What follows belongs to an exercise in optimizing a design on an open flow for small area, a short achievable clock period and few clock cycles per item; a production flow would make more cautious choices. Only simulation tests tie the RTL to the original design; equivalence was not proved. Power is estimated from default activity; no workload was simulated.

<file path="design/flow/flow/run.sh">
#!/bin/bash
# The standard layout (standard.sh: the ORFS flow, standard synthesis included), with one
# change: the input and output port buffers are the smallest plain buffer, buf_1, instead of the
# cell buffer_ports picks by itself (a 10 um2 delay buffer).
set -euo pipefail
export BUFFER_PORTS_ARGS="-buffer_cell sky130_fd_sc_hd__buf_1"
bash standard.sh > standard_make.log 2>&1
</file>
<file path="design/flow/standard.sh">
#!/bin/bash
# synth_recipe.tcl (not shown) runs the flow's synth.tcl, then flattens the netlist and writes it again
# the make line also repeats each setting of config.mk as NAME=value (left out here)
make -C /OpenROAD-flow-scripts/flow DESIGN_CONFIG=/design/flow/config.mk WORK_HOME=/design/flow/orfs CLKGATE_MAP_FILE= SYNTH_SCRIPT=/design/flow/synth_recipe.tcl "${@:-finish}"
</file>
<file path="design/flow/config.mk">
export PLATFORM = sky130hd
export DESIGN_NAME = expu_accumulator
export DESIGN_NICKNAME = expu_accumulator
export VERILOG_FILES = /design/flow/design.v
export SDC_FILE = /design/flow/constraint.sdc
export NUM_CORES = 4
export LEC_CHECK = 0
export CAP_MARGIN = 20
export CORE_MARGIN = 2
export CORE_UTILIZATION = 40
export SLEW_MARGIN = 40
export SYNTH_HIERARCHICAL = 1
</file>
<file path="design/flow/constraint.sdc">
create_clock -name core_clock -period 22.0 [get_ports {clk_i}]
set_input_delay 4.4000 -clock core_clock [delete_from_list [all_inputs] [get_ports {clk_i}]]
set_output_delay 4.4000 -clock core_clock [all_outputs]
set_load 0.01 [all_outputs]
</file>
<file path="design/flow/design.v">
module expu_fa (
    input  logic a,
    input  logic b,
    input  logic c,
    output logic s,
    output logic co
);
    assign s  = a ^ b ^ c;
    assign co = (a & b) | (a & c) | (b & c);
endmodule
module expu_ha (
    input  logic a,
    input  logic b,
    output logic s,
    output logic co
);
    assign s  = a ^ b;
    assign co = a & b;
endmodule
module expu_add8 (
    input  logic [7:0] a,
    input  logic [7:0] b,
    input  logic       ci,
    input  logic       xi,
    output logic [7:0] s,
    output logic       co
);
    logic [7:0] p, g, c;
    logic       g10, p10, g32, p32, g54, p54, g76, p76, g7654, p7654;
    for (genvar i = 0; i < 8; i++) begin : g_pg
        expu_ha u_pg (.a(a[i]), .b(b[i]), .s(p[i]), .co(g[i]));
    end
    assign c[0]  = p[0] ? ci : g[0];
    assign c[1]  = g[1] | (p[1] & c[0]);
    assign g32   = p[3] ? g[2] : g[3];
    assign p32   = p[3] & p[2];
    assign c[2]  = p[2] ? c[1] : g[2];
    assign c[3]  = g32 | (p32 & c[1]);
    assign g54   = p[5] ? g[4] : g[5];
    assign p54   = p[5] & p[4];
    assign g76   = p[7] ? g[6] : g[7];
    assign p76   = p[7] & p[6];
    assign g7654 = g76 | (p76 & g54);
    assign p7654 = p76 & p54;
    assign c[4]  = p[4] ? c[3] : g[4];
    assign c[5]  = g54 | (p54 & c[3]);
    assign c[6]  = g[6] | (p[6] & c[5]);
    assign c[7]  = g7654 | (p7654 & c[3]);
    assign s     = p ^ {c[6:0], ci};
    assign co    = c[7] | xi;
endmodule
module expu_accumulator #(
    parameter int EXP_BITS  = 8,
    parameter int MANT_BITS = 7,
    parameter int N_ROWS    = 8,
    parameter int ACC_WIDTH = 32,
    parameter int ACC_FRAC  = 16,
    localparam int WIDTH    = EXP_BITS + MANT_BITS + 1
) (
    input  logic                      clk_i,
    input  logic                      rst_ni,
    input  logic                      clear_i,
    input  logic                      enable_i,
    input  logic                      valid_i,
    output logic                      ready_o,
    input  logic [N_ROWS-1:0]         strb_i,
    input  logic [N_ROWS*WIDTH-1:0]   op_i,
    input  logic                      last_i,
    output logic [ACC_WIDTH-1:0]      sum_o,
    output logic                      overflow_o,
    output logic                      valid_o,
    input  logic                      ready_i
);
    localparam int BLK   = 8;                   
    localparam int N_BLK = ACC_WIDTH / BLK;
    logic                 valid_q, part_q, ovf_q;
    logic [ACC_WIDTH-1:0] acc_q;                
    logic [N_BLK-1:1]     cy_q;                 
    logic                 handover, accept, keep;
    logic [N_ROWS-1:0]    lane_sat;
    logic [ACC_WIDTH-1:0] lane_val [N_ROWS];
    logic [ACC_WIDTH-1:0] acc_base, row_a, row_b, total;
    logic [N_BLK-1:1]     cy_base, cy_d;
    logic                 tree_high, ovf_early, ovf_d;
    logic [ACC_WIDTH-1:0] res;
    logic                 res_carry, res_ovf;
    assign handover = valid_q & ready_i & enable_i & ~clear_i;
    assign ready_o  = enable_i & ~clear_i & (~valid_q | ready_i);
    assign accept   = valid_i & ready_o;
    assign keep     = part_q | (valid_q & ~handover);
    assign acc_base = acc_q & {ACC_WIDTH{keep}};
    assign cy_base  = cy_q & {(N_BLK-1){keep}};
    for (genvar i = 0; i < N_ROWS; i++) begin : g_lane
        logic [15:0] x;
        logic [7:0]  e;
        logic        on;
        logic [8:0]  g;
        logic [10:0] h;
        logic [14:0] f;
        logic [4:0]  oh;
        assign x  = op_i[i*WIDTH +: WIDTH];
        assign e  = x[14:7];
        assign on = accept & strb_i[i] & ~x[15];
        assign lane_sat[i] = on & (e >= 8'd143);
        assign g[0] = x[0] & ~e[0];
        for (genvar k = 1; k < 7; k++) begin : g_g
            assign g[k] = e[0] ? x[k-1] : x[k];
        end
        assign g[7] = e[0] ? x[6] : 1'b1;
        assign g[8] = e[0];
        for (genvar k = 0; k < 11; k++) begin : g_h
            if (k < 2)      assign h[k] = g[k] & ~e[1];
            else if (k < 9) assign h[k] = e[1] ? g[k-2] : g[k];
            else            assign h[k] = g[k-2] & e[1];
        end
        for (genvar k = 0; k < 15; k++) begin : g_f
            if (k < 4)       assign f[k] = h[k] & ~e[2];
            else if (k < 11) assign f[k] = e[2] ? h[k-4] : h[k];
            else             assign f[k] = h[k-4] & e[2];
        end
        assign oh[0] = on & (e == 8'd111);
        assign oh[1] = on & (e[7:3] == 5'd14);
        assign oh[2] = on & (e[7:3] == 5'd15);
        assign oh[3] = on & (e[7:3] == 5'd16);
        assign oh[4] = on & (e[7:3] == 5'd17) & (e[2:0] != 3'd7);
        for (genvar j = 0; j < ACC_WIDTH; j++) begin : g_val
            logic t;
            always_comb begin
                t = 1'b0;
                for (int k = 0; k < 5; k++)
                    if (j + 14 - 8*k >= 0 && j + 14 - 8*k <= 14) t = t | (oh[k] & f[j + 14 - 8*k]);
            end
            assign lane_val[i][j] = t;
        end
    end
    logic ts0, tc0, ts1, tc1, ts2, tc2, ts3, tc3, ts4, tc4, ts5, tc5;
    logic ts6, tc6, ts7, tc7, ts8, tc8, ts9, tc9, ts10, tc10, ts11, tc11;
    logic ts12, tc12, ts13, tc13, ts14, tc14, ts15, tc15, ts16, tc16, ts17, tc17;
    logic ts18, tc18, ts19, tc19, ts20, tc20, ts21, tc21, ts22, tc22, ts23, tc23;
    logic ts24, tc24, ts25, tc25, ts26, tc26, ts27, tc27, ts28, tc28, ts29, tc29;
    logic ts30, tc30, ts31, tc31, ts32, tc32, ts33, tc33, ts34, tc34, ts35, tc35;
    logic ts36, tc36, ts37, tc37, ts38, tc38, ts39, tc39, ts40, tc40, ts41, tc41;
    logic ts42, tc42, ts43, tc43, ts44, tc44, ts45, tc45, ts46, tc46, ts47, tc47;
    logic ts48, tc48, ts49, tc49, ts50, tc50, ts51, tc51, ts52, tc52, ts53, tc53;
    logic ts54, tc54, ts55, tc55, ts56, tc56, ts57, tc57, ts58, tc58, ts59, tc59;
    logic ts60, tc60, ts61, tc61, ts62, tc62, ts63, tc63, ts64, tc64, ts65, tc65;
    logic ts66, tc66, ts67, tc67, ts68, tc68, ts69, tc69, ts70, tc70, ts71, tc71;
    logic ts72, tc72, ts73, tc73, ts74, tc74, ts75, tc75, ts76, tc76, ts77, tc77;
    logic ts78, tc78, ts79, tc79, ts80, tc80, ts81, tc81, ts82, tc82, ts83, tc83;
    logic ts84, tc84, ts85, tc85, ts86, tc86, ts87, tc87, ts88, tc88, ts89, tc89;
    logic ts90, tc90, ts91, tc91, ts92, tc92, ts93, tc93, ts94, tc94, ts95, tc95;
    logic ts96, tc96, ts97, tc97, ts98, tc98, ts99, tc99, ts100, tc100, ts101, tc101;
    logic ts102, tc102, ts103, tc103, ts104, tc104, ts105, tc105, ts106, tc106, ts107, tc107;
    logic ts108, tc108, ts109, tc109, ts110, tc110, ts111, tc111, ts112, tc112, ts113, tc113;
    logic ts114, tc114, ts115, tc115, ts116, tc116, ts117, tc117, ts118, tc118, ts119, tc119;
    logic ts120, tc120, ts121, tc121, ts122, tc122, ts123, tc123, ts124, tc124, ts125, tc125;
    logic ts126, tc126, ts127, tc127, ts128, tc128, ts129, tc129, ts130, tc130, ts131, tc131;
    logic ts132, tc132, ts133, tc133, ts134, tc134, ts135, tc135, ts136, tc136, ts137, tc137;
    logic ts138, tc138, ts139, tc139, ts140, tc140, ts141, tc141, ts142, tc142, ts143, tc143;
    logic ts144, tc144, ts145, tc145, ts146, tc146, ts147, tc147, ts148, tc148, ts149, tc149;
    logic ts150, tc150, ts151, tc151, ts152, tc152, ts153, tc153, ts154, tc154, ts155, tc155;
    logic ts156, tc156, ts157, tc157, ts158, tc158, ts159, tc159, ts160, tc160, ts161, tc161;
    logic ts162, tc162, ts163, tc163, ts164, tc164, ts165, tc165, ts166, tc166, ts167, tc167;
    logic ts168, tc168, ts169, tc169, ts170, tc170, ts171, tc171, ts172, tc172, ts173, tc173;
    logic ts174, tc174, ts175, tc175, ts176, tc176, ts177, tc177, ts178, tc178, ts179, tc179;
    logic ts180, tc180, ts181, tc181, ts182, tc182, ts183, tc183, ts184, tc184, ts185, tc185;
    logic ts186, tc186, ts187, tc187, ts188, tc188, ts189, tc189, ts190, tc190, ts191, tc191;
    logic ts192, tc192, ts193, tc193, ts194, tc194, ts195, tc195, ts196, tc196, ts197, tc197;
    logic ts198, tc198, ts199, tc199, ts200, tc200, ts201, tc201, ts202, tc202, ts203, tc203;
    logic ts204, tc204, ts205, tc205, ts206, tc206, ts207, tc207, ts208, tc208, ts209, tc209;
    logic ts210, tc210, ts211, tc211, ts212, tc212, ts213, tc213, ts214, tc214, ts215, tc215;
    logic ts216, tc216, ts217, tc217, ts218, tc218, ts219, tc219, ts220, tc220, ts221, tc221;
    expu_fa u_fa0 (.a(lane_val[0][0]), .b(lane_val[1][0]), .c(lane_val[2][0]), .s(ts0), .co(tc0));
    expu_ha u_ha1 (.a(lane_val[3][0]), .b(lane_val[4][0]), .s(ts1), .co(tc1));
    expu_fa u_fa2 (.a(lane_val[0][1]), .b(lane_val[1][1]), .c(lane_val[2][1]), .s(ts2), .co(tc2));
    expu_fa u_fa3 (.a(lane_val[3][1]), .b(lane_val[4][1]), .c(lane_val[5][1]), .s(ts3), .co(tc3));
    expu_ha u_ha4 (.a(lane_val[6][1]), .b(lane_val[7][1]), .s(ts4), .co(tc4));
    expu_fa u_fa5 (.a(lane_val[0][2]), .b(lane_val[1][2]), .c(lane_val[2][2]), .s(ts5), .co(tc5));
    expu_fa u_fa6 (.a(lane_val[3][2]), .b(lane_val[4][2]), .c(lane_val[5][2]), .s(ts6), .co(tc6));
    expu_fa u_fa7 (.a(lane_val[6][2]), .b(lane_val[7][2]), .c(acc_base[2]), .s(ts7), .co(tc7));
    expu_fa u_fa8 (.a(lane_val[0][3]), .b(lane_val[1][3]), .c(lane_val[2][3]), .s(ts8), .co(tc8));
    expu_fa u_fa9 (.a(lane_val[3][3]), .b(lane_val[4][3]), .c(lane_val[5][3]), .s(ts9), .co(tc9));
    expu_fa u_fa10 (.a(lane_val[6][3]), .b(lane_val[7][3]), .c(acc_base[3]), .s(ts10), .co(tc10));
    expu_fa u_fa11 (.a(lane_val[0][4]), .b(lane_val[1][4]), .c(lane_val[2][4]), .s(ts11), .co(tc11));
    expu_fa u_fa12 (.a(lane_val[3][4]), .b(lane_val[4][4]), .c(lane_val[5][4]), .s(ts12), .co(tc12));
    expu_fa u_fa13 (.a(lane_val[6][4]), .b(lane_val[7][4]), .c(acc_base[4]), .s(ts13), .co(tc13));
    expu_fa u_fa14 (.a(lane_val[0][5]), .b(lane_val[1][5]), .c(lane_val[2][5]), .s(ts14), .co(tc14));
    expu_fa u_fa15 (.a(lane_val[3][5]), .b(lane_val[4][5]), .c(lane_val[5][5]), .s(ts15), .co(tc15));
    expu_fa u_fa16 (.a(lane_val[6][5]), .b(lane_val[7][5]), .c(acc_base[5]), .s(ts16), .co(tc16));
    expu_fa u_fa17 (.a(lane_val[0][6]), .b(lane_val[1][6]), .c(lane_val[2][6]), .s(ts17), .co(tc17));
    expu_fa u_fa18 (.a(lane_val[3][6]), .b(lane_val[4][6]), .c(lane_val[5][6]), .s(ts18), .co(tc18));
    expu_fa u_fa19 (.a(lane_val[6][6]), .b(lane_val[7][6]), .c(acc_base[6]), .s(ts19), .co(tc19));
    expu_fa u_fa20 (.a(lane_val[0][7]), .b(lane_val[1][7]), .c(lane_val[2][7]), .s(ts20), .co(tc20));
    expu_fa u_fa21 (.a(lane_val[3][7]), .b(lane_val[4][7]), .c(lane_val[5][7]), .s(ts21), .co(tc21));
    expu_fa u_fa22 (.a(lane_val[6][7]), .b(lane_val[7][7]), .c(acc_base[7]), .s(ts22), .co(tc22));
    expu_fa u_fa23 (.a(lane_val[0][8]), .b(lane_val[1][8]), .c(lane_val[2][8]), .s(ts23), .co(tc23));
    expu_fa u_fa24 (.a(lane_val[3][8]), .b(lane_val[4][8]), .c(lane_val[5][8]), .s(ts24), .co(tc24));
    expu_fa u_fa25 (.a(lane_val[6][8]), .b(lane_val[7][8]), .c(acc_base[8]), .s(ts25), .co(tc25));
    expu_fa u_fa26 (.a(lane_val[0][9]), .b(lane_val[1][9]), .c(lane_val[2][9]), .s(ts26), .co(tc26));
    expu_fa u_fa27 (.a(lane_val[3][9]), .b(lane_val[4][9]), .c(lane_val[5][9]), .s(ts27), .co(tc27));
    expu_fa u_fa28 (.a(lane_val[6][9]), .b(lane_val[7][9]), .c(acc_base[9]), .s(ts28), .co(tc28));
    expu_fa u_fa29 (.a(lane_val[0][10]), .b(lane_val[1][10]), .c(lane_val[2][10]), .s(ts29), .co(tc29));
    expu_fa u_fa30 (.a(lane_val[3][10]), .b(lane_val[4][10]), .c(lane_val[5][10]), .s(ts30), .co(tc30));
    expu_fa u_fa31 (.a(lane_val[6][10]), .b(lane_val[7][10]), .c(acc_base[10]), .s(ts31), .co(tc31));
    expu_fa u_fa32 (.a(lane_val[0][11]), .b(lane_val[1][11]), .c(lane_val[2][11]), .s(ts32), .co(tc32));
    expu_fa u_fa33 (.a(lane_val[3][11]), .b(lane_val[4][11]), .c(lane_val[5][11]), .s(ts33), .co(tc33));
    expu_fa u_fa34 (.a(lane_val[6][11]), .b(lane_val[7][11]), .c(acc_base[11]), .s(ts34), .co(tc34));
    expu_fa u_fa35 (.a(lane_val[0][12]), .b(lane_val[1][12]), .c(lane_val[2][12]), .s(ts35), .co(tc35));
    expu_fa u_fa36 (.a(lane_val[3][12]), .b(lane_val[4][12]), .c(lane_val[5][12]), .s(ts36), .co(tc36));
    expu_fa u_fa37 (.a(lane_val[6][12]), .b(lane_val[7][12]), .c(acc_base[12]), .s(ts37), .co(tc37));
    expu_fa u_fa38 (.a(lane_val[0][13]), .b(lane_val[1][13]), .c(lane_val[2][13]), .s(ts38), .co(tc38));
    expu_fa u_fa39 (.a(lane_val[3][13]), .b(lane_val[4][13]), .c(lane_val[5][13]), .s(ts39), .co(tc39));
    expu_fa u_fa40 (.a(lane_val[6][13]), .b(lane_val[7][13]), .c(acc_base[13]), .s(ts40), .co(tc40));
    expu_fa u_fa41 (.a(lane_val[0][14]), .b(lane_val[1][14]), .c(lane_val[2][14]), .s(ts41), .co(tc41));
    expu_fa u_fa42 (.a(lane_val[3][14]), .b(lane_val[4][14]), .c(lane_val[5][14]), .s(ts42), .co(tc42));
    expu_fa u_fa43 (.a(lane_val[6][14]), .b(lane_val[7][14]), .c(acc_base[14]), .s(ts43), .co(tc43));
    expu_fa u_fa44 (.a(lane_val[0][15]), .b(lane_val[1][15]), .c(lane_val[2][15]), .s(ts44), .co(tc44));
    expu_fa u_fa45 (.a(lane_val[3][15]), .b(lane_val[4][15]), .c(lane_val[5][15]), .s(ts45), .co(tc45));
    expu_fa u_fa46 (.a(lane_val[6][15]), .b(lane_val[7][15]), .c(acc_base[15]), .s(ts46), .co(tc46));
    expu_fa u_fa47 (.a(lane_val[0][16]), .b(lane_val[1][16]), .c(lane_val[2][16]), .s(ts47), .co(tc47));
    expu_fa u_fa48 (.a(lane_val[3][16]), .b(lane_val[4][16]), .c(lane_val[5][16]), .s(ts48), .co(tc48));
    expu_fa u_fa49 (.a(lane_val[6][16]), .b(lane_val[7][16]), .c(acc_base[16]), .s(ts49), .co(tc49));
    expu_fa u_fa50 (.a(lane_val[0][17]), .b(lane_val[1][17]), .c(lane_val[2][17]), .s(ts50), .co(tc50));
    expu_fa u_fa51 (.a(lane_val[3][17]), .b(lane_val[4][17]), .c(lane_val[5][17]), .s(ts51), .co(tc51));
    expu_fa u_fa52 (.a(lane_val[6][17]), .b(lane_val[7][17]), .c(acc_base[17]), .s(ts52), .co(tc52));
    expu_fa u_fa53 (.a(lane_val[0][18]), .b(lane_val[1][18]), .c(lane_val[2][18]), .s(ts53), .co(tc53));
    expu_fa u_fa54 (.a(lane_val[3][18]), .b(lane_val[4][18]), .c(lane_val[5][18]), .s(ts54), .co(tc54));
    expu_fa u_fa55 (.a(lane_val[6][18]), .b(lane_val[7][18]), .c(acc_base[18]), .s(ts55), .co(tc55));
    expu_fa u_fa56 (.a(lane_val[0][19]), .b(lane_val[1][19]), .c(lane_val[2][19]), .s(ts56), .co(tc56));
    expu_fa u_fa57 (.a(lane_val[3][19]), .b(lane_val[4][19]), .c(lane_val[5][19]), .s(ts57), .co(tc57));
    expu_fa u_fa58 (.a(lane_val[6][19]), .b(lane_val[7][19]), .c(acc_base[19]), .s(ts58), .co(tc58));
    expu_fa u_fa59 (.a(lane_val[0][20]), .b(lane_val[1][20]), .c(lane_val[2][20]), .s(ts59), .co(tc59));
    expu_fa u_fa60 (.a(lane_val[3][20]), .b(lane_val[4][20]), .c(lane_val[5][20]), .s(ts60), .co(tc60));
    expu_fa u_fa61 (.a(lane_val[6][20]), .b(lane_val[7][20]), .c(acc_base[20]), .s(ts61), .co(tc61));
    expu_fa u_fa62 (.a(lane_val[0][21]), .b(lane_val[1][21]), .c(lane_val[2][21]), .s(ts62), .co(tc62));
    expu_fa u_fa63 (.a(lane_val[3][21]), .b(lane_val[4][21]), .c(lane_val[5][21]), .s(ts63), .co(tc63));
    expu_fa u_fa64 (.a(lane_val[6][21]), .b(lane_val[7][21]), .c(acc_base[21]), .s(ts64), .co(tc64));
    expu_fa u_fa65 (.a(lane_val[0][22]), .b(lane_val[1][22]), .c(lane_val[2][22]), .s(ts65), .co(tc65));
    expu_fa u_fa66 (.a(lane_val[3][22]), .b(lane_val[4][22]), .c(lane_val[5][22]), .s(ts66), .co(tc66));
    expu_fa u_fa67 (.a(lane_val[6][22]), .b(lane_val[7][22]), .c(acc_base[22]), .s(ts67), .co(tc67));
    expu_fa u_fa68 (.a(lane_val[0][23]), .b(lane_val[1][23]), .c(lane_val[2][23]), .s(ts68), .co(tc68));
    expu_fa u_fa69 (.a(lane_val[3][23]), .b(lane_val[4][23]), .c(lane_val[5][23]), .s(ts69), .co(tc69));
    expu_fa u_fa70 (.a(lane_val[6][23]), .b(lane_val[7][23]), .c(acc_base[23]), .s(ts70), .co(tc70));
    expu_fa u_fa71 (.a(lane_val[0][24]), .b(lane_val[1][24]), .c(lane_val[2][24]), .s(ts71), .co(tc71));
    expu_fa u_fa72 (.a(lane_val[3][24]), .b(lane_val[4][24]), .c(lane_val[5][24]), .s(ts72), .co(tc72));
    expu_fa u_fa73 (.a(lane_val[6][24]), .b(lane_val[7][24]), .c(acc_base[24]), .s(ts73), .co(tc73));
    expu_fa u_fa74 (.a(lane_val[0][25]), .b(lane_val[1][25]), .c(lane_val[2][25]), .s(ts74), .co(tc74));
    expu_fa u_fa75 (.a(lane_val[3][25]), .b(lane_val[4][25]), .c(lane_val[5][25]), .s(ts75), .co(tc75));
    expu_fa u_fa76 (.a(lane_val[6][25]), .b(lane_val[7][25]), .c(acc_base[25]), .s(ts76), .co(tc76));
    expu_fa u_fa77 (.a(lane_val[0][26]), .b(lane_val[1][26]), .c(lane_val[2][26]), .s(ts77), .co(tc77));
    expu_fa u_fa78 (.a(lane_val[3][26]), .b(lane_val[4][26]), .c(lane_val[5][26]), .s(ts78), .co(tc78));
    expu_fa u_fa79 (.a(lane_val[6][26]), .b(lane_val[7][26]), .c(acc_base[26]), .s(ts79), .co(tc79));
    expu_fa u_fa80 (.a(lane_val[0][27]), .b(lane_val[1][27]), .c(lane_val[2][27]), .s(ts80), .co(tc80));
    expu_fa u_fa81 (.a(lane_val[3][27]), .b(lane_val[4][27]), .c(lane_val[5][27]), .s(ts81), .co(tc81));
    expu_fa u_fa82 (.a(lane_val[6][27]), .b(lane_val[7][27]), .c(acc_base[27]), .s(ts82), .co(tc82));
    expu_fa u_fa83 (.a(lane_val[0][28]), .b(lane_val[1][28]), .c(lane_val[2][28]), .s(ts83), .co(tc83));
    expu_fa u_fa84 (.a(lane_val[3][28]), .b(lane_val[4][28]), .c(lane_val[5][28]), .s(ts84), .co(tc84));
    expu_fa u_fa85 (.a(lane_val[6][28]), .b(lane_val[7][28]), .c(acc_base[28]), .s(ts85), .co(tc85));
    expu_fa u_fa86 (.a(lane_val[0][29]), .b(lane_val[1][29]), .c(lane_val[2][29]), .s(ts86), .co(tc86));
    expu_fa u_fa87 (.a(lane_val[3][29]), .b(lane_val[4][29]), .c(lane_val[5][29]), .s(ts87), .co(tc87));
    expu_fa u_fa88 (.a(lane_val[6][29]), .b(lane_val[7][29]), .c(acc_base[29]), .s(ts88), .co(tc88));
    expu_fa u_fa89 (.a(lane_val[0][30]), .b(lane_val[1][30]), .c(lane_val[2][30]), .s(ts89), .co(tc89));
    expu_fa u_fa90 (.a(lane_val[3][30]), .b(lane_val[4][30]), .c(lane_val[5][30]), .s(ts90), .co(tc90));
    expu_fa u_fa91 (.a(lane_val[6][30]), .b(lane_val[7][30]), .c(acc_base[30]), .s(ts91), .co(tc91));
    expu_fa u_fa92 (.a(lane_val[0][31]), .b(lane_val[1][31]), .c(lane_val[2][31]), .s(ts92), .co(tc92));
    expu_fa u_fa93 (.a(lane_val[3][31]), .b(lane_val[4][31]), .c(lane_val[5][31]), .s(ts93), .co(tc93));
    expu_fa u_fa94 (.a(lane_val[6][31]), .b(lane_val[7][31]), .c(acc_base[31]), .s(ts94), .co(tc94));
    expu_fa u_fa95 (.a(ts0), .b(ts1), .c(lane_val[5][0]), .s(ts95), .co(tc95));
    expu_fa u_fa96 (.a(tc0), .b(tc1), .c(ts2), .s(ts96), .co(tc96));
    expu_ha u_ha97 (.a(ts3), .b(ts4), .s(ts97), .co(tc97));
    expu_fa u_fa98 (.a(tc2), .b(tc3), .c(tc4), .s(ts98), .co(tc98));
    expu_fa u_fa99 (.a(ts5), .b(ts6), .c(ts7), .s(ts99), .co(tc99));
    expu_fa u_fa100 (.a(tc5), .b(tc6), .c(tc7), .s(ts100), .co(tc100));
    expu_fa u_fa101 (.a(ts8), .b(ts9), .c(ts10), .s(ts101), .co(tc101));
    expu_fa u_fa102 (.a(tc8), .b(tc9), .c(tc10), .s(ts102), .co(tc102));
    expu_fa u_fa103 (.a(ts11), .b(ts12), .c(ts13), .s(ts103), .co(tc103));
    expu_fa u_fa104 (.a(tc11), .b(tc12), .c(tc13), .s(ts104), .co(tc104));
    expu_fa u_fa105 (.a(ts14), .b(ts15), .c(ts16), .s(ts105), .co(tc105));
    expu_fa u_fa106 (.a(tc14), .b(tc15), .c(tc16), .s(ts106), .co(tc106));
    expu_fa u_fa107 (.a(ts17), .b(ts18), .c(ts19), .s(ts107), .co(tc107));
    expu_fa u_fa108 (.a(tc17), .b(tc18), .c(tc19), .s(ts108), .co(tc108));
    expu_fa u_fa109 (.a(ts20), .b(ts21), .c(ts22), .s(ts109), .co(tc109));
    expu_fa u_fa110 (.a(tc20), .b(tc21), .c(tc22), .s(ts110), .co(tc110));
    expu_fa u_fa111 (.a(ts23), .b(ts24), .c(ts25), .s(ts111), .co(tc111));
    expu_fa u_fa112 (.a(tc23), .b(tc24), .c(tc25), .s(ts112), .co(tc112));
    expu_fa u_fa113 (.a(ts26), .b(ts27), .c(ts28), .s(ts113), .co(tc113));
    expu_fa u_fa114 (.a(tc26), .b(tc27), .c(tc28), .s(ts114), .co(tc114));
    expu_fa u_fa115 (.a(ts29), .b(ts30), .c(ts31), .s(ts115), .co(tc115));
    expu_fa u_fa116 (.a(tc29), .b(tc30), .c(tc31), .s(ts116), .co(tc116));
    expu_fa u_fa117 (.a(ts32), .b(ts33), .c(ts34), .s(ts117), .co(tc117));
    expu_fa u_fa118 (.a(tc32), .b(tc33), .c(tc34), .s(ts118), .co(tc118));
    expu_fa u_fa119 (.a(ts35), .b(ts36), .c(ts37), .s(ts119), .co(tc119));
    expu_fa u_fa120 (.a(tc35), .b(tc36), .c(tc37), .s(ts120), .co(tc120));
    expu_fa u_fa121 (.a(ts38), .b(ts39), .c(ts40), .s(ts121), .co(tc121));
    expu_fa u_fa122 (.a(tc38), .b(tc39), .c(tc40), .s(ts122), .co(tc122));
    expu_fa u_fa123 (.a(ts41), .b(ts42), .c(ts43), .s(ts123), .co(tc123));
    expu_fa u_fa124 (.a(tc41), .b(tc42), .c(tc43), .s(ts124), .co(tc124));
    expu_fa u_fa125 (.a(ts44), .b(ts45), .c(ts46), .s(ts125), .co(tc125));
    expu_fa u_fa126 (.a(tc44), .b(tc45), .c(tc46), .s(ts126), .co(tc126));
    expu_fa u_fa127 (.a(ts47), .b(ts48), .c(ts49), .s(ts127), .co(tc127));
    expu_fa u_fa128 (.a(tc47), .b(tc48), .c(tc49), .s(ts128), .co(tc128));
    expu_fa u_fa129 (.a(ts50), .b(ts51), .c(ts52), .s(ts129), .co(tc129));
    expu_fa u_fa130 (.a(tc50), .b(tc51), .c(tc52), .s(ts130), .co(tc130));
    expu_fa u_fa131 (.a(ts53), .b(ts54), .c(ts55), .s(ts131), .co(tc131));
    expu_fa u_fa132 (.a(tc53), .b(tc54), .c(tc55), .s(ts132), .co(tc132));
    expu_fa u_fa133 (.a(ts56), .b(ts57), .c(ts58), .s(ts133), .co(tc133));
    expu_fa u_fa134 (.a(tc56), .b(tc57), .c(tc58), .s(ts134), .co(tc134));
    expu_fa u_fa135 (.a(ts59), .b(ts60), .c(ts61), .s(ts135), .co(tc135));
    expu_fa u_fa136 (.a(tc59), .b(tc60), .c(tc61), .s(ts136), .co(tc136));
    expu_fa u_fa137 (.a(ts62), .b(ts63), .c(ts64), .s(ts137), .co(tc137));
    expu_fa u_fa138 (.a(tc62), .b(tc63), .c(tc64), .s(ts138), .co(tc138));
    expu_fa u_fa139 (.a(ts65), .b(ts66), .c(ts67), .s(ts139), .co(tc139));
    expu_fa u_fa140 (.a(tc65), .b(tc66), .c(tc67), .s(ts140), .co(tc140));
    expu_fa u_fa141 (.a(ts68), .b(ts69), .c(ts70), .s(ts141), .co(tc141));
    expu_fa u_fa142 (.a(tc68), .b(tc69), .c(tc70), .s(ts142), .co(tc142));
    expu_fa u_fa143 (.a(ts71), .b(ts72), .c(ts73), .s(ts143), .co(tc143));
    expu_fa u_fa144 (.a(tc71), .b(tc72), .c(tc73), .s(ts144), .co(tc144));
    expu_fa u_fa145 (.a(ts74), .b(ts75), .c(ts76), .s(ts145), .co(tc145));
    expu_fa u_fa146 (.a(tc74), .b(tc75), .c(tc76), .s(ts146), .co(tc146));
    expu_fa u_fa147 (.a(ts77), .b(ts78), .c(ts79), .s(ts147), .co(tc147));
    expu_fa u_fa148 (.a(tc77), .b(tc78), .c(tc79), .s(ts148), .co(tc148));
    expu_fa u_fa149 (.a(ts80), .b(ts81), .c(ts82), .s(ts149), .co(tc149));
    expu_fa u_fa150 (.a(tc80), .b(tc81), .c(tc82), .s(ts150), .co(tc150));
    expu_fa u_fa151 (.a(ts83), .b(ts84), .c(ts85), .s(ts151), .co(tc151));
    expu_fa u_fa152 (.a(tc83), .b(tc84), .c(tc85), .s(ts152), .co(tc152));
    expu_fa u_fa153 (.a(ts86), .b(ts87), .c(ts88), .s(ts153), .co(tc153));
    expu_fa u_fa154 (.a(tc86), .b(tc87), .c(tc88), .s(ts154), .co(tc154));
    expu_fa u_fa155 (.a(ts89), .b(ts90), .c(ts91), .s(ts155), .co(tc155));
    expu_fa u_fa156 (.a(tc89), .b(tc90), .c(tc91), .s(ts156), .co(tc156));
    expu_fa u_fa157 (.a(ts92), .b(ts93), .c(ts94), .s(ts157), .co(tc157));
    expu_ha u_ha158 (.a(ts95), .b(lane_val[6][0]), .s(ts158), .co(tc158));
    expu_fa u_fa159 (.a(tc95), .b(ts96), .c(ts97), .s(ts159), .co(tc159));
    expu_fa u_fa160 (.a(tc96), .b(tc97), .c(ts98), .s(ts160), .co(tc160));
    expu_fa u_fa161 (.a(tc98), .b(tc99), .c(ts100), .s(ts161), .co(tc161));
    expu_fa u_fa162 (.a(tc100), .b(tc101), .c(ts102), .s(ts162), .co(tc162));
    expu_fa u_fa163 (.a(tc102), .b(tc103), .c(ts104), .s(ts163), .co(tc163));
    expu_fa u_fa164 (.a(tc104), .b(tc105), .c(ts106), .s(ts164), .co(tc164));
    expu_fa u_fa165 (.a(tc106), .b(tc107), .c(ts108), .s(ts165), .co(tc165));
    expu_fa u_fa166 (.a(tc108), .b(tc109), .c(ts110), .s(ts166), .co(tc166));
    expu_fa u_fa167 (.a(tc110), .b(tc111), .c(ts112), .s(ts167), .co(tc167));
    expu_fa u_fa168 (.a(tc112), .b(tc113), .c(ts114), .s(ts168), .co(tc168));
    expu_fa u_fa169 (.a(tc114), .b(tc115), .c(ts116), .s(ts169), .co(tc169));
    expu_fa u_fa170 (.a(tc116), .b(tc117), .c(ts118), .s(ts170), .co(tc170));
    expu_fa u_fa171 (.a(tc118), .b(tc119), .c(ts120), .s(ts171), .co(tc171));
    expu_fa u_fa172 (.a(tc120), .b(tc121), .c(ts122), .s(ts172), .co(tc172));
    expu_fa u_fa173 (.a(tc122), .b(tc123), .c(ts124), .s(ts173), .co(tc173));
    expu_fa u_fa174 (.a(tc124), .b(tc125), .c(ts126), .s(ts174), .co(tc174));
    expu_fa u_fa175 (.a(tc126), .b(tc127), .c(ts128), .s(ts175), .co(tc175));
    expu_fa u_fa176 (.a(tc128), .b(tc129), .c(ts130), .s(ts176), .co(tc176));
    expu_fa u_fa177 (.a(tc130), .b(tc131), .c(ts132), .s(ts177), .co(tc177));
    expu_fa u_fa178 (.a(tc132), .b(tc133), .c(ts134), .s(ts178), .co(tc178));
    expu_fa u_fa179 (.a(tc134), .b(tc135), .c(ts136), .s(ts179), .co(tc179));
    expu_fa u_fa180 (.a(tc136), .b(tc137), .c(ts138), .s(ts180), .co(tc180));
    expu_fa u_fa181 (.a(tc138), .b(tc139), .c(ts140), .s(ts181), .co(tc181));
    expu_fa u_fa182 (.a(tc140), .b(tc141), .c(ts142), .s(ts182), .co(tc182));
    expu_fa u_fa183 (.a(tc142), .b(tc143), .c(ts144), .s(ts183), .co(tc183));
    expu_fa u_fa184 (.a(tc144), .b(tc145), .c(ts146), .s(ts184), .co(tc184));
    expu_fa u_fa185 (.a(tc146), .b(tc147), .c(ts148), .s(ts185), .co(tc185));
    expu_fa u_fa186 (.a(tc148), .b(tc149), .c(ts150), .s(ts186), .co(tc186));
    expu_fa u_fa187 (.a(tc150), .b(tc151), .c(ts152), .s(ts187), .co(tc187));
    expu_fa u_fa188 (.a(tc152), .b(tc153), .c(ts154), .s(ts188), .co(tc188));
    expu_fa u_fa189 (.a(tc154), .b(tc155), .c(ts156), .s(ts189), .co(tc189));
    expu_ha u_ha190 (.a(ts158), .b(lane_val[7][0]), .s(ts190), .co(tc190));
    expu_fa u_fa191 (.a(tc158), .b(ts159), .c(acc_base[1]), .s(ts191), .co(tc191));
    expu_fa u_fa192 (.a(tc159), .b(ts160), .c(ts99), .s(ts192), .co(tc192));
    expu_fa u_fa193 (.a(tc160), .b(ts161), .c(ts101), .s(ts193), .co(tc193));
    expu_fa u_fa194 (.a(tc161), .b(ts162), .c(ts103), .s(ts194), .co(tc194));
    expu_fa u_fa195 (.a(tc162), .b(ts163), .c(ts105), .s(ts195), .co(tc195));
    expu_fa u_fa196 (.a(tc163), .b(ts164), .c(ts107), .s(ts196), .co(tc196));
    expu_fa u_fa197 (.a(tc164), .b(ts165), .c(ts109), .s(ts197), .co(tc197));
    expu_fa u_fa198 (.a(tc165), .b(ts166), .c(ts111), .s(ts198), .co(tc198));
    expu_fa u_fa199 (.a(tc166), .b(ts167), .c(ts113), .s(ts199), .co(tc199));
    expu_fa u_fa200 (.a(tc167), .b(ts168), .c(ts115), .s(ts200), .co(tc200));
    expu_fa u_fa201 (.a(tc168), .b(ts169), .c(ts117), .s(ts201), .co(tc201));
    expu_fa u_fa202 (.a(tc169), .b(ts170), .c(ts119), .s(ts202), .co(tc202));
    expu_fa u_fa203 (.a(tc170), .b(ts171), .c(ts121), .s(ts203), .co(tc203));
    expu_fa u_fa204 (.a(tc171), .b(ts172), .c(ts123), .s(ts204), .co(tc204));
    expu_fa u_fa205 (.a(tc172), .b(ts173), .c(ts125), .s(ts205), .co(tc205));
    expu_fa u_fa206 (.a(tc173), .b(ts174), .c(ts127), .s(ts206), .co(tc206));
    expu_fa u_fa207 (.a(tc174), .b(ts175), .c(ts129), .s(ts207), .co(tc207));
    expu_fa u_fa208 (.a(tc175), .b(ts176), .c(ts131), .s(ts208), .co(tc208));
    expu_fa u_fa209 (.a(tc176), .b(ts177), .c(ts133), .s(ts209), .co(tc209));
    expu_fa u_fa210 (.a(tc177), .b(ts178), .c(ts135), .s(ts210), .co(tc210));
    expu_fa u_fa211 (.a(tc178), .b(ts179), .c(ts137), .s(ts211), .co(tc211));
    expu_fa u_fa212 (.a(tc179), .b(ts180), .c(ts139), .s(ts212), .co(tc212));
    expu_fa u_fa213 (.a(tc180), .b(ts181), .c(ts141), .s(ts213), .co(tc213));
    expu_fa u_fa214 (.a(tc181), .b(ts182), .c(ts143), .s(ts214), .co(tc214));
    expu_fa u_fa215 (.a(tc182), .b(ts183), .c(ts145), .s(ts215), .co(tc215));
    expu_fa u_fa216 (.a(tc183), .b(ts184), .c(ts147), .s(ts216), .co(tc216));
    expu_fa u_fa217 (.a(tc184), .b(ts185), .c(ts149), .s(ts217), .co(tc217));
    expu_fa u_fa218 (.a(tc185), .b(ts186), .c(ts151), .s(ts218), .co(tc218));
    expu_fa u_fa219 (.a(tc186), .b(ts187), .c(ts153), .s(ts219), .co(tc219));
    expu_fa u_fa220 (.a(tc187), .b(ts188), .c(ts155), .s(ts220), .co(tc220));
    expu_fa u_fa221 (.a(tc188), .b(ts189), .c(ts157), .s(ts221), .co(tc221));
    assign row_a = {tc220, tc219, tc218, tc217, tc216, tc215, tc214, tc213, tc212, tc211, tc210, tc209, tc208, tc207, tc206, tc205, tc204, tc203, tc202, tc201, tc200, tc199, tc198, tc197, tc196, tc195, tc194, tc193, tc192, tc191, tc190, ts190};
    assign row_b = {ts221, ts220, ts219, ts218, ts217, ts216, ts215, ts214, ts213, ts212, ts211, ts210, ts209, ts208, ts207, ts206, ts205, ts204, ts203, ts202, ts201, ts200, ts199, ts198, ts197, ts196, ts195, ts194, ts193, ts192, ts191, acc_base[0]};
    assign tree_high = tc92 | tc93 | tc94 | tc156 | tc157 | tc189 | tc221;
    assign ovf_early = (keep & ovf_q) | (|lane_sat) | tree_high;
    for (genvar k = 0; k < N_BLK; k++) begin : g_blk
        logic ci, xi, co;
        if (k == 0) begin : g_c0
            assign ci = 1'b0;
        end else begin : g_ck
            assign ci = cy_base[k];
        end
        if (k == N_BLK - 1) begin : g_top
            assign xi    = ovf_early;
            assign ovf_d = co;
        end else begin : g_mid
            assign xi        = 1'b0;
            assign cy_d[k+1] = co;
        end
        expu_add8 u_add (
            .a  (row_a[BLK*k +: BLK]),
            .b  (row_b[BLK*k +: BLK]),
            .ci (ci),
            .xi (xi),
            .s  (total[BLK*k +: BLK]),
            .co (co)
        );
    end
    always_ff @(posedge clk_i or negedge rst_ni) begin
        if (!rst_ni) begin
            valid_q <= 1'b0;
            part_q  <= 1'b0;
            ovf_q   <= 1'b0;
        end else if (clear_i) begin
            valid_q <= 1'b0;
            part_q  <= 1'b0;
            ovf_q   <= ovf_d;
        end else begin
            if (accept) begin
                valid_q <= last_i;
                part_q  <= ~last_i;
            end else if (handover) begin
                valid_q <= 1'b0;
            end
            ovf_q <= ovf_d;
        end
    end
    always_ff @(posedge clk_i) begin
        acc_q <= total;
        cy_q  <= cy_d;
    end
    always_comb begin
        logic [ACC_WIDTH-1:0] cy_vec;
        cy_vec = '0;
        for (int k = 1; k < N_BLK; k++) cy_vec[BLK*k] = cy_q[k];
        {res_carry, res} = {1'b0, acc_q} + {1'b0, cy_vec};
    end
    assign res_ovf = ovf_q | res_carry;
    assign sum_o      = res | {ACC_WIDTH{res_ovf}};
    assign overflow_o = res_ovf;
    assign valid_o    = valid_q;
endmodule
</file>
==> results.cfg, run 1 <==
[floorplan]
die_h_um = 179
fp.dieW_um = 179
coreArea_mm2 = 0.0298
fp.dieArea_mm2 = 0.0319
ioPinCount = 178
row_count = 63
floorplan.initialDensity_pct = 40.9

[synthesis]
netlist_instances = 1342
netlist_area_mm2 = 0.0122
synth_edf_count = 0
syn-mean-instance-area_um2 = 9.08
synth_area_leaders = fa_1 (36%), o22ai_1 (8.2%), mux2i_1 (7.1%)
async_flop_share_pct = 7.89
synth_seq_area_share_pct = 6.36
yosysUniqueCellTypes = 60
ys_warn_count = 9
netlist.top_cell.by_area = fa_1
synthDominantCellAreaShare_pct = 35.6
synth_flop_cell = dfxtp_1
ys_ff_latch = 38

[clock_tree]
clock-sinks = 38
clockBufferDepth = 2
cts_buffers = 5
clkSlewWorstSetupHoldPaths_ns = 0.07
post-cts-setup-buffers = 0
cts_root_buffer = clkbuf_16
htreeDepth = 2
insertion_delay_ns = 0.30
cts_hold_buf = 0
cts_resized = 0
tritoncts = yes

[drt]
viasPerCell = 5.86
wirelength_mm = 44.2
drcViolationCount = 0
vias = 10800
antenna_left = 0
dr.pass1.iters = 5
wire_per_inst_um = 23.9
drtIter0Drc = 821

[global_route]
grt_pass1_wl_mm = 64.4
grt.total_usage_pct = 27.7
grt_pass1_vias = 10200
grt_start_max_net_pins = 37
grt.overflow.total = 0
antenna_found_initial = 0

[run_status]
status = no timing/DRC/antenna violations

[timing]
slew_viol_final = 0
setup_slack_ns = 11.95
worst_pin_slew_ns = 0.771
fin_hold_ws_ns = 0.604
max_freq_mhz = 99.5
hold_viol_final = 0
final.setup_skew_ns = 0.0133
period_needed_ns = 10.05
fin_tns_setup_ns = 0
slew_headroom_pct = 48.6
rsz0062_at_grt = no
setup_violations = 0
period_share_pct = 45.7

[power]
power.total_uw = 269
leakage_nw = 6.02
power_density_mw_per_mm2 = 20.5
ir_drop_uv = 22.6

[setup_path]
critical_path_arrival_ns = 10.27
cp-start-kind = input port
crit_type = input port to flip-flop
cp_slowest_stage_delay_ns = 0.56
crit_slowest_cell = and3_2
path_cells = buf_1 > nor2b_4 > and3_2 > and3_1 > nand3_1 > o22ai_1 > fa_1 > fa_1 > fa_1 > fa_1 > ha_1 > mux2_2 > ha_1 > o21ai_1 > a31o_2 > o21ai_1 > ha_1 > nor2_1 > xnor2_1
cp_common_cell = fa_1
worst-path-max-fanout = 22
end_kind = flip-flop
crit_required_ns = 22.22

[cells_and_area]
multiInputGateArea_mm2 = 0.0110
design_area_mm2 = 0.0132
final_cells = 1849
n_antenna_cell = 0
utilization_pct = 44.2
drive_gt1_share_pct = 4.32
layout_commonest_cell = fa_1
register_area_um2 = 776
nets = 1867
fillers = 2992
area_delta_synth_final_pct = 7.99
layout_common_cells = fa_1 (217), buf_1 (177), nor2_1 (167), o22ai_1 (160), mux2i_1 (87)

[placed_design]
post_dp_cell_area_mm2 = 0.0130
io_buffers = 177
dp_hpwl_mm = 39.2
dp.cells = 1841
place_congestion = 0.987
dp_slack_ns = 11.72

[min_path]
min_path_type = flip-flop to flip-flop

[run]
maxCapViolations = 0
==> cell usage after synthesis, types with 3 or more instances <==
library cell / count
nand2_1: 72
mux2i_1: 87
clkbuf_1: 27
a211oi_2: 4
or4b_2: 8
nor3b_2: 4
nor2b_1: 50
nand3b_1: 10
o21ai_1: 8
fa_1: 217
xor2_1: 17
nor3b_1: 19
nand4_1: 21
a211oi_1: 9
buf_2: 29
buf_6: 7
a41oi_1: 3
nor2_1: 167
dfxtp_1: 35
xnor2_1: 23
o211ai_1: 4
mux4_2: 8
nand3_2: 3
o21a_1: 8
a31o_2: 5
nand2b_1: 41
o21bai_1: 4
nor3_1: 26
and3b_1: 5
o21ai_0: 23
inv_1: 20
a21oi_1: 50
mux2_2: 14
buf_1: 9
nand3_1: 43
and3_1: 11
ha_1: 49
or3_1: 13
and4_1: 3
o22ai_1: 160
dfrtp_1: 3
or3b_4: 3
==> routing by layer <==
metal	vias up	wire (um)	track usage, %
met2	430	18700	41.4
li1	5068	-	-
met1	5267	21100	41.6
met5	-	0	0
met3	62	2480	1.94
met4	0	1840	10.8
==> path summary, 6_finish.rpt <==
kind,endpoint,slack (ns),cells after the start,start
max,acc_q[23],11.95,19,enable_i
min,valid_q,0.60,2,valid_q
max reg2reg,acc_q[23],15.79,18,valid_q
min reg2reg,valid_q,0.60,2,valid_q
max in group asynchronous,ovf_q,17.92,1,rst_ni
min in group asynchronous,valid_q,3.91,1,rst_ni
==> where the power goes <==
group	switching [mW]	leakage [nW]	internal, mW	total, mW
combinational	0.0762	5.62	0.0395	0.116
clock	0.0321	0.0753	0.0490	0.0811
sequential	0.00166	0.325	0.0708	0.0724
total	0.110	6.02	0.159	0.269
==> modules after synthesis, one instance, submodules excluded <==
module,flip-flops and latches,cell area [um2]
expu_accumulator,38,6510
expu_add8,0,218
expu_fa,0,20.0
expu_ha,0,12.5
==> registers in the layout, summed over array words and instances, names as in the netlist <==
register  cells
acc_q        32
cy_q          3
ovf_q         1
part_q        1
valid_q       1
==> logic make-up (layout without fill, tap and decap cells) <==
family / after synthesis / count (layout) / share of synthesized area (%)
AO/OA/AOI/OAI: 288 / 288 / 14.8
XOR/XNOR: 40 / 40 / 2.87
adder cells (fa/ha/maj): 266 / 266 / 40.7
buffers and inverters: 93 / 206 / 3.62
flip-flops: 38 / 38 / 6.36
multiplexers: 109 / 109 / 9.92
other: 1 / 5 / 0.0308
AND/OR/NAND/NOR: 507 / 507 / 21.7
==> area by class of cell <==
type,instances,area share [%]
well taps,390,3.71
multi-input cells,1215,83.5
repair buffers,178,5.11
inverters,20,0.570
clock buffers,7,1.17
flip-flops and latches,38,5.89
clock inverters,1,0.0570
==> worst max-delay path, delay by kind of cell <==
family                     cells  cell delay (ns)
xor gates and xnor gates       1             0.12
buffers and inverters          1             0.12
muxes                          1             0.35
AOI/OAI and AO/OA              4             0.95
adders and majority gates      7             2.65
and+or+nand+nor                5             1.67
Testbench counts, summed over its fixed seeds: cycles 4,808, items 4,800.
==> run 2, diff against run 1 <==
--- a/design/flow/config.mk
+++ b/design/flow/config.mk
@@ -9,4 +9,4 @@
 export CORE_MARGIN = 2
 export CORE_UTILIZATION = 40
-export SLEW_MARGIN = 40
+export SLEW_MARGIN = 70
 export SYNTH_HIERARCHICAL = 1
==> run 2 against run 1 <==
First-iteration DRC count is 17% higher. Power up 4.5%. Non-clock buffer count rose by 1. Area after synthesis unchanged. Utilization rose by 0.91 points. Sequential cell count unchanged. Sequential power is essentially flat. Sequential share of layout area fell by 0.12 points. Worst hold slack got worse by 0.018 ns. Fmax grew 3.6%. Highest routed layer unchanged.
==> results.cfg, run 2 <==
[floorplan]
coreArea_mm2 = 0.0298
floorplan.initialDensity_pct = 40.9
ioPinCount = 178
fp.dieArea_mm2 = 0.0319
die_h_um = 179
fp.dieW_um = 179
row_count = 63

[timing]
period_share_pct = 44.1
setup_violations = 0
fin_tns_setup_ns = 0
period_needed_ns = 9.70
setup_slack_ns = 12.30
final.setup_skew_ns = 0.0108
fin_hold_ws_ns = 0.587
hold_viol_final = 0
slew_viol_final = 0
rsz0062_at_grt = no
max_freq_mhz = 103

[synthesis]
netlist_instances = 1342
yosys.area_share.xor_xnor_pct = 2.87
synth_mux_area_share_pct = 9.92
synth_flop_cell = dfxtp_1
async_flop_share_pct = 7.89
netlist.top_cell.by_area = fa_1
synth_edf_count = 0
synth_top_family_by_area = adder cells
synth.most_common_cell = fa_1
netlist_area_mm2 = 0.0122
synthAdderAreaFrac_pct = 40.7
ys_ff_latch = 38
netlist_top_cells_count = fa_1 (217), nor2_1 (167), o22ai_1 (160)
syn-mean-instance-area_um2 = 9.08
synth_seq_area_share_pct = 6.36
ys_warn_count = 9
yosysUniqueCellTypes = 60
synth_compound_area_share_pct = 14.8
synthSimpleGateAreaFrac_pct = 21.7
synth_area_leaders = fa_1 (36%), o22ai_1 (8.2%), mux2i_1 (7.1%)
synthDominantCellAreaShare_pct = 35.6

[global_route]
grt.total_usage_pct = 27.9
antenna_found_initial = 0
grt.overflow.total = 0
grt_pass1_wl_mm = 64.9
grt_start_max_net_pins = 37
grt_pass1_vias = 10200

[clock_tree]
tritoncts = yes
clock-sinks = 38
cts_resized = 0
insertion_delay_ns = 0.30
clockBufferDepth = 2
post-cts-setup-buffers = 0
clkSlewWorstSetupHoldPaths_ns = 0.07
cts_hold_buf = 0
cts_buffers = 5
htreeDepth = 2
cts_root_buffer = clkbuf_16

[cells_and_area]
top_register = acc_q
reg_top3 = acc_q: 32 flops, cy_q: 3 flops
area_delta_synth_final_pct = 10.2
n_antenna_cell = 0
nets = 1868
layout_common_cells = fa_1 (217), nor2_1 (167), o22ai_1 (160), buf_1 (153), nand2_1 (70)
largest_register_ffs = 32
drive_gt1_share_pct = 9.73
final_cells = 1850
layout_commonest_cell = fa_1

[power]
p_clk_share_pct = 30.7
seq_power_share_pct = 25.7
power_density_mw_per_mm2 = 21.0
p_switching_uw = 114
p_sw_share_pct = 40.6
comb_power_share_pct = 43.6
power.total_uw = 282
p_int_uw = 167
ir_drop_uv = 23.5
leakage_nw = 6.08

[placed_design]
dp_hpwl_mm = 39.2
io_buffers = 177
dp.cells = 1841
dp_slack_ns = 11.94
place_congestion = 0.987

[setup_path]
crit_required_ns = 22.23
r2r_cells = 18
endpoint = acc_q[31]
end_kind = flip-flop
cp-start-kind = input port
crit_type = input port to flip-flop
r2r_start = valid_q
critical_path_arrival_ns = 9.93
startpoint = enable_i
worst-path-max-fanout = 22
rr_endpoint = acc_q[31]
r2r_setup_slack_ns = 16.14

[run_status]
status = no timing/DRC/antenna violations

[min_path]
min_path_type = flip-flop to flip-flop
min_from = part_q

[drt]
viasPerCell = 5.92
antenna_left = 0
dr.pass1.iters = 5
wire_per_inst_um = 24.0
wirelength_mm = 44.4
vias = 10900
drcViolationCount = 0
drtIter0Drc = 963

[run]
maxCapViolations = 0
[run 2: layer usage]
layer | up-vias | GRT usage [%] | share of wire (%) | wire length (um)
met5 | - | 0 | 0 | 0
met4 | 0 | 10.1 | 3.8 | 1680
met3 | 54 | 1.32 | 6.1 | 2710
met2 | 452 | 42.1 | 43 | 19200
met1 | 5371 | 42.4 | 47 | 20900
li1 | 5072 | - | - | -
[run 2: how the worst min path moves through the flow]
stage,to,slack [ns],cells past startpoint
global route,part_q,0.61,2
detailed placement,part_q,0.58,2
floorplan,part_q,0.54,2
CTS,part_q,0.59,2
global placement,part_q,0.59,2
finish,part_q,0.59,2
[run 2: worst max-delay path, stage by stage]
cell and delay, ns:
buf_1 0.12, nor2b_4 0.18, and3_4 0.41, nand4_1 0.19
or3b_1 0.57, o22ai_1 0.35, fa_1 0.50, fa_1 0.41
fa_1 0.54, fa_1 0.42, ha_1 0.35, mux2_2 0.35
ha_1 0.19, o21ai_1 0.22, a31o_2 0.23, o21ai_1 0.08
ha_1 0.18, nor2_1 0.11, xnor2_1 0.12
[run 2: final cells by class]
type                    count  area, um2
fillers                  2996      16400
multi-input cells        1215      11200
flip-flops and latches     38        776
repair buffers            179        711
well taps                 390        488
clock buffers               6        129
inverters                  20       75.1
clock inverters             2       37.5
[run 2: stage by stage]
stage                     instance area (um2)  utilization, %
final                                   13400            45.1
after global routing                    13400            45.1
after CTS                               13400            44.8
after detailed placement                13200            44.3
after global placement                  13000            43.6
after floorplan                         12200               -
[run 2: cell families (layout without fill, tap and decap cells)]
| family | count (synthesis) | count (layout) |
|---|---|---|
| simple gates | 507 | 507 |
| compound gates | 288 | 288 |
| fa+ha+maj | 266 | 266 |
| mux | 109 | 109 |
| buf+inv | 93 | 207 |
| xor+xnor | 40 | 40 |
| flops | 38 | 38 |
| other cells | 1 | 5 |
[run 2: power groups by stage]
stage               registers (mW)  logic (mW)  clock network, mW
global route                0.0726       0.133             0.0906
global placement            0.0739       0.113                  0
CTS                         0.0724       0.119             0.0876
detailed placement          0.0739       0.118                  0
finish                      0.0724       0.123             0.0865
floorplan                   0.0732      0.0756                  0
[run 2: Yosys stat by module (local to each module, per instance)]
module	cells inside	flops+latches	copies in the design
expu_add8	29	0	4
expu_accumulator	972	38	1
expu_fa	1	0	217
expu_ha	1	0	37
==> run 3, diff against run 2 <==
--- a/design/flow/config.mk
+++ b/design/flow/config.mk
@@ -9,4 +9,4 @@
 export CORE_MARGIN = 2
 export CORE_UTILIZATION = 40
-export SLEW_MARGIN = 70
+export SLEW_MARGIN = 90
 export SYNTH_HIERARCHICAL = 1
==> run 3 against run 2 <==
The run now fails in 5_1_grt. Area after synthesis stayed put. Synthesized cell count stayed put.
==> results.cfg, run 3 <==
[synthesis]
synth_flop_cell = dfxtp_1
netlist_instances = 1342
netlist_top_cells_count = fa_1 (217), nor2_1 (167), o22ai_1 (160)
synthDominantCellAreaShare_pct = 35.6
synth.most_common_cell = fa_1
netlist.top_cell.by_area = fa_1
ys_ff_latch = 38
ys_warn_count = 9
netlist_area_mm2 = 0.0122
synth_edf_count = 0
synth_seq_area_share_pct = 6.36
syn-mean-instance-area_um2 = 9.08
async_flop_share_pct = 7.89
yosysUniqueCellTypes = 60
synth_area_leaders = fa_1 (36%), o22ai_1 (8.2%), mux2i_1 (7.1%)

[clock_tree]
htreeDepth = 2
post-cts-setup-buffers = 0
cts_buffers = 5
clock-sinks = 38
cts_root_buffer = clkbuf_16
cts_hold_buf = 0
clockBufferDepth = 2
cts_resized = 0

[floorplan]
row_count = 63
floorplan.initialDensity_pct = 40.9
ioPinCount = 178
fp.dieW_um = 179
die_h_um = 179

[placed_design]
dp_slack_ns = 4.06
place_congestion = 0.987
dp_hpwl_mm = 78.0
io_buffers = 177

[run_status]
status = did not finish
error = [ERROR GRT-0116] Global routing finished with congestion. Check the congestion regions in the DRC Viewer.
haltStage = 5_1_grt

[global_route]
grt_pass1_vias = 23500
grt.overflow.total = 89
grt.total_usage_pct = 67.7
grt_pass1_wl_mm = 156
grt_start_max_net_pins = 14
==> run 3: cell counts after synthesis <==
No cell type changed its count.
==> run 3: metal layers <==
layer	GRT overflow	global-route usage, %
met4	39	69.9
met2	50	88.9
met5	0	19.9
met1	0	64.5
met3	0	49.7
==> run 3: power by group through the flow <==
| stage | Combinational [mW] | Clock [mW] | Sequential [mW] |
|---|---|---|---|
| CTS | 0.403 | 0.0739 | 0.0731 |
| detailed placement | 0.400 | 0 | 0.0745 |
| global placement | 0.113 | 0 | 0.0739 |
| floorplan | 0.0756 | 0 | 0.0732 |
==> run 3: modules after synthesis (local to each module, per instance) <==
module	copies in the design	cells inside
expu_accumulator	1	972
expu_ha	37	1
expu_fa	217	1
expu_add8	4	29
==> run 3: worst max path at each step <==
stage | end | slack, ns
2_1_floorplan | acc_q[23] | 12.72
3_3_place_gp | acc_q[23] | 11.76
3_5_place_dp | ovf_q | 4.06
4_1_cts | ovf_q | 4.28
==> run 3: cell families after synthesis <==
| kind of cell | after synthesis | share of synthesized area, % |
|---|---|---|
| AO/OA/AOI/OAI | 288 | 14.8 |
| XOR/XNOR | 40 | 2.87 |
| adder cells (fa/ha/maj) | 266 | 40.7 |
| buffers and inverters | 93 | 3.62 |
| flip-flops | 38 | 6.36 |
| multiplexers | 109 | 9.92 |
| other | 1 | 0.0308 |
| AND/OR/NAND/NOR | 507 | 21.7 |
==> run 3: through the flow <==
step	hold WS [ns]	cells	area, um2
3_5_place_dp	0.635	2947	27300
2_1_floorplan	0.537	1346	12200
3_3_place_gp	0.586	1841	13000
4_1_cts	0.636	2955	27400
==> run 4, diff against run 3 <==
--- a/design/flow/config.mk
+++ b/design/flow/config.mk
@@ -9,4 +9,4 @@
 export CORE_MARGIN = 2
 export CORE_UTILIZATION = 40
-export SLEW_MARGIN = 90
+export SLEW_MARGIN = 20
 export SYNTH_HIERARCHICAL = 1
==> run 4 against run 3 <==
Now clean on timing, DRC and antenna. Synthesized cell count unchanged. Area after synthesis stayed put.
==> results.cfg, run 4 <==
[cells_and_area]
fillers = 2992
area_delta_synth_final_pct = 7.99
layout_common_cells = fa_1 (217), buf_1 (177), nor2_1 (167), o22ai_1 (160), mux2i_1 (87)
layout_commonest_cell = fa_1
drive_gt1_share_pct = 4.32
design_area_mm2 = 0.0132
utilization_pct = 44.2
top_register = acc_q
reg_top3 = acc_q: 32 flops, cy_q: 3 flops
n_antenna_cell = 0
nets = 1867
largest_register_ffs = 32

[synthesis]
syn-mean-instance-area_um2 = 9.08
ys_warn_count = 9
netlist_area_mm2 = 0.0122
synth_edf_count = 0
synth_area_leaders = fa_1 (36%), o22ai_1 (8.2%), mux2i_1 (7.1%)
synthDominantCellAreaShare_pct = 35.6
netlist_instances = 1342
ys_ff_latch = 38
netlist.top_cell.by_area = fa_1
synth_flop_cell = dfxtp_1
netlist_top_cells_count = fa_1 (217), nor2_1 (167), o22ai_1 (160)
synth_seq_area_share_pct = 6.36
yosysUniqueCellTypes = 60
async_flop_share_pct = 7.89
synth.most_common_cell = fa_1

[setup_path]
path_cells = buf_1 > nor2b_4 > and3_2 > and3_1 > nand3_1 > o22ai_1 > fa_1 > fa_1 > fa_1 > fa_1 > ha_1 > mux2_2 > ha_1 > o21ai_1 > a31o_2 > o21ai_1 > ha_1 > nor2_1 > xnor2_1
r2r_cells = 18
endpoint = acc_q[23]
cp_slowest_stage_delay_ns = 0.56
critPathTopFamily = adder cells
path_buf_inv = 1
cp.depth = 19
crit_slowest_cell = and3_2
worst-path-max-fanout = 22
startpoint = enable_i
cp_common_cell = fa_1
end_kind = flip-flop
critical_path_arrival_ns = 10.27
rr_endpoint = acc_q[23]
cp-start-kind = input port
r2r_setup_slack_ns = 15.79
crit_required_ns = 22.22
r2r_start = valid_q
crit_type = input port to flip-flop

[drt]
antenna_left = 0
dr.pass1.iters = 5
vias = 10800
viasPerCell = 5.86
wire_per_inst_um = 23.9
wirelength_mm = 44.2
drcViolationCount = 0
drtIter0Drc = 821

[timing]
max_freq_mhz = 99.5
period_needed_ns = 10.05
slew_viol_final = 0
worst_pin_slew_ns = 0.771
fin_hold_ws_ns = 0.604
period_share_pct = 45.7
slew_headroom_pct = 48.6
setup_violations = 0
hold_viol_final = 0
fin_tns_setup_ns = 0
final.setup_skew_ns = 0.0133
setup_slack_ns = 11.95
rsz0062_at_grt = no

[clock_tree]
insertion_delay_ns = 0.30
clockBufferDepth = 2
cts_resized = 0
cts_root_buffer = clkbuf_16
post-cts-setup-buffers = 0
htreeDepth = 2
tritoncts = yes
cts_buffers = 5
clkSlewWorstSetupHoldPaths_ns = 0.07
cts_hold_buf = 0
clock-sinks = 38

[global_route]
grt_start_max_net_pins = 37
antenna_found_initial = 0
met3_usage_pct = 1.94
grt.total_usage_pct = 27.7
grt_pass1_vias = 10200
grt_pass1_wl_mm = 64.4
gr-usage-met1_pct = 41.6
grt.overflow.total = 0
use_met2_pct = 41.4
grt_busiest_layer = met1

[run_status]
status = no timing/DRC/antenna violations

[min_path]
min_path_type = flip-flop to flip-flop

[floorplan]
fp.dieArea_mm2 = 0.0319
ioPinCount = 178
die_h_um = 179
floorplan.initialDensity_pct = 40.9
coreArea_mm2 = 0.0298
fp.dieW_um = 179
row_count = 63

[placed_design]
io_buffers = 177
post_dp_cell_area_mm2 = 0.0130
dp_hpwl_mm = 39.2
dp_slack_ns = 11.72
place_congestion = 0.987

[power]
leakage_nw = 6.02
ir_drop_uv = 22.6
power_density_mw_per_mm2 = 20.5

[run]
maxCapViolations = 0
run 4: power breakdown:
part           internal (mW)  switching [mW]  total, mW
Clock                 0.0490          0.0321     0.0811
Sequential            0.0708         0.00166     0.0724
Combinational         0.0395          0.0762      0.116
run 4: layout make-up:
class / instances / area [um2] / share of cell area, %
clock buffers: 7 / 154 / 1.17
inverters: 20 / 75.1 / 0.570
repair buffers: 178 / 672 / 5.11
multi-input cells: 1215 / 11000 / 83.5
flip-flops and latches: 38 / 776 / 5.89
well taps: 390 / 488 / 3.71
clock inverters: 1 / 7.51 / 0.0570
run 4: how the worst min path moves through the flow:
stage          startpoint      end  slack (ns)  cells past startpoint
2_1_floorplan      part_q   part_q        0.54                      2
4_1_cts           valid_q  valid_q        0.61                      2
3_3_place_gp       part_q   part_q        0.59                      2
3_5_place_dp      valid_q  valid_q        0.59                      2
6_report          valid_q  valid_q        0.60                      2
5_1_grt            part_q   part_q        0.62                      2
run 4: per-module statistics from Yosys, one instance, submodules excluded:
module            copies in the design  cells
expu_ha                             37      1
expu_fa                            217      1
expu_add8                            4     29
expu_accumulator                     1    972
run 4: worst reg2reg max path, stage by stage, from the launching register on:
cell and delay (ns):
dfrtp_1 0.42, nand2b_1 0.12, and3_2 0.56, and3_1 0.32
nand3_1 0.51, o22ai_1 0.40, fa_1 0.51, fa_1 0.44
fa_1 0.55, fa_1 0.43, ha_1 0.33, mux2_2 0.35
ha_1 0.22, o21ai_1 0.24, a31o_2 0.23, o21ai_1 0.08
ha_1 0.18, nor2_1 0.11, xnor2_1 0.12
run 4: metal layers:
layer / share of wire, % / vias up
li1: - / 5068
met2: 42 / 430
met1: 48 / 5267
met4: 4.2 / 0
met5: 0 / -
met3: 5.6 / 62
run 4: through the flow:
step                      total power [mW]  cells
after detailed placement             0.188   1841
final                                0.269   1849
after floorplan                      0.149   1346
after CTS                            0.269   1849
after global placement               0.187   1841
after global routing                 0.285   1849
run 4: kinds of logic after synthesis:
kind of cell	count (synthesis)	share of synthesized area [%]
and+or+nand+nor	507	21.7
xor gates and xnor gates	40	2.87
AOI/OAI and AO/OA	288	14.8
other	1	0.0308
adders and majority gates	266	40.7
muxes	109	9.92
buffers and inverters	93	3.62
DFF	38	6.36

==> static timing again, ports no longer ideal <==
Ports are ideal in the flow. The routed layouts listed here were re-timed in OpenROAD. Step 1 (the two cells are an assumption about what drives the block):
set clk [get_ports {clk_i}]
set_driving_cell -lib_cell sky130_fd_sc_hd__clkbuf_16 $clk
set_driving_cell -lib_cell sky130_fd_sc_hd__buf_2 [delete_from_list [all_inputs] $clk]
Step 2 also shifts input and output timing later by t, the mid clock arrival at the registers, as if the neighbouring blocks saw the same clock. Three values: ideal ports, drivers, drivers and shift; two values: the first two.
run | t, ns | slack for setup (ns) | worst setup path after step 2 | worst data-port slew with drivers (ns) | cell pins on the clock port's net
run 1 | 0.331 | 11.946 / 11.961 / 11.630 | input to register | 0.04 | 1
run 2 | 0.337 | 12.298 / 12.316 / 11.979 | input to register | 0.04 | 1
run 4 | 0.331 | 11.946 / 11.961 / 11.630 | input to register | 0.04 | 1
After both steps every run listed still meets setup and hold. The setup slack of run 2, which loses most, moves by +0.018 ns with the drivers and by -0.319 ns with both steps.
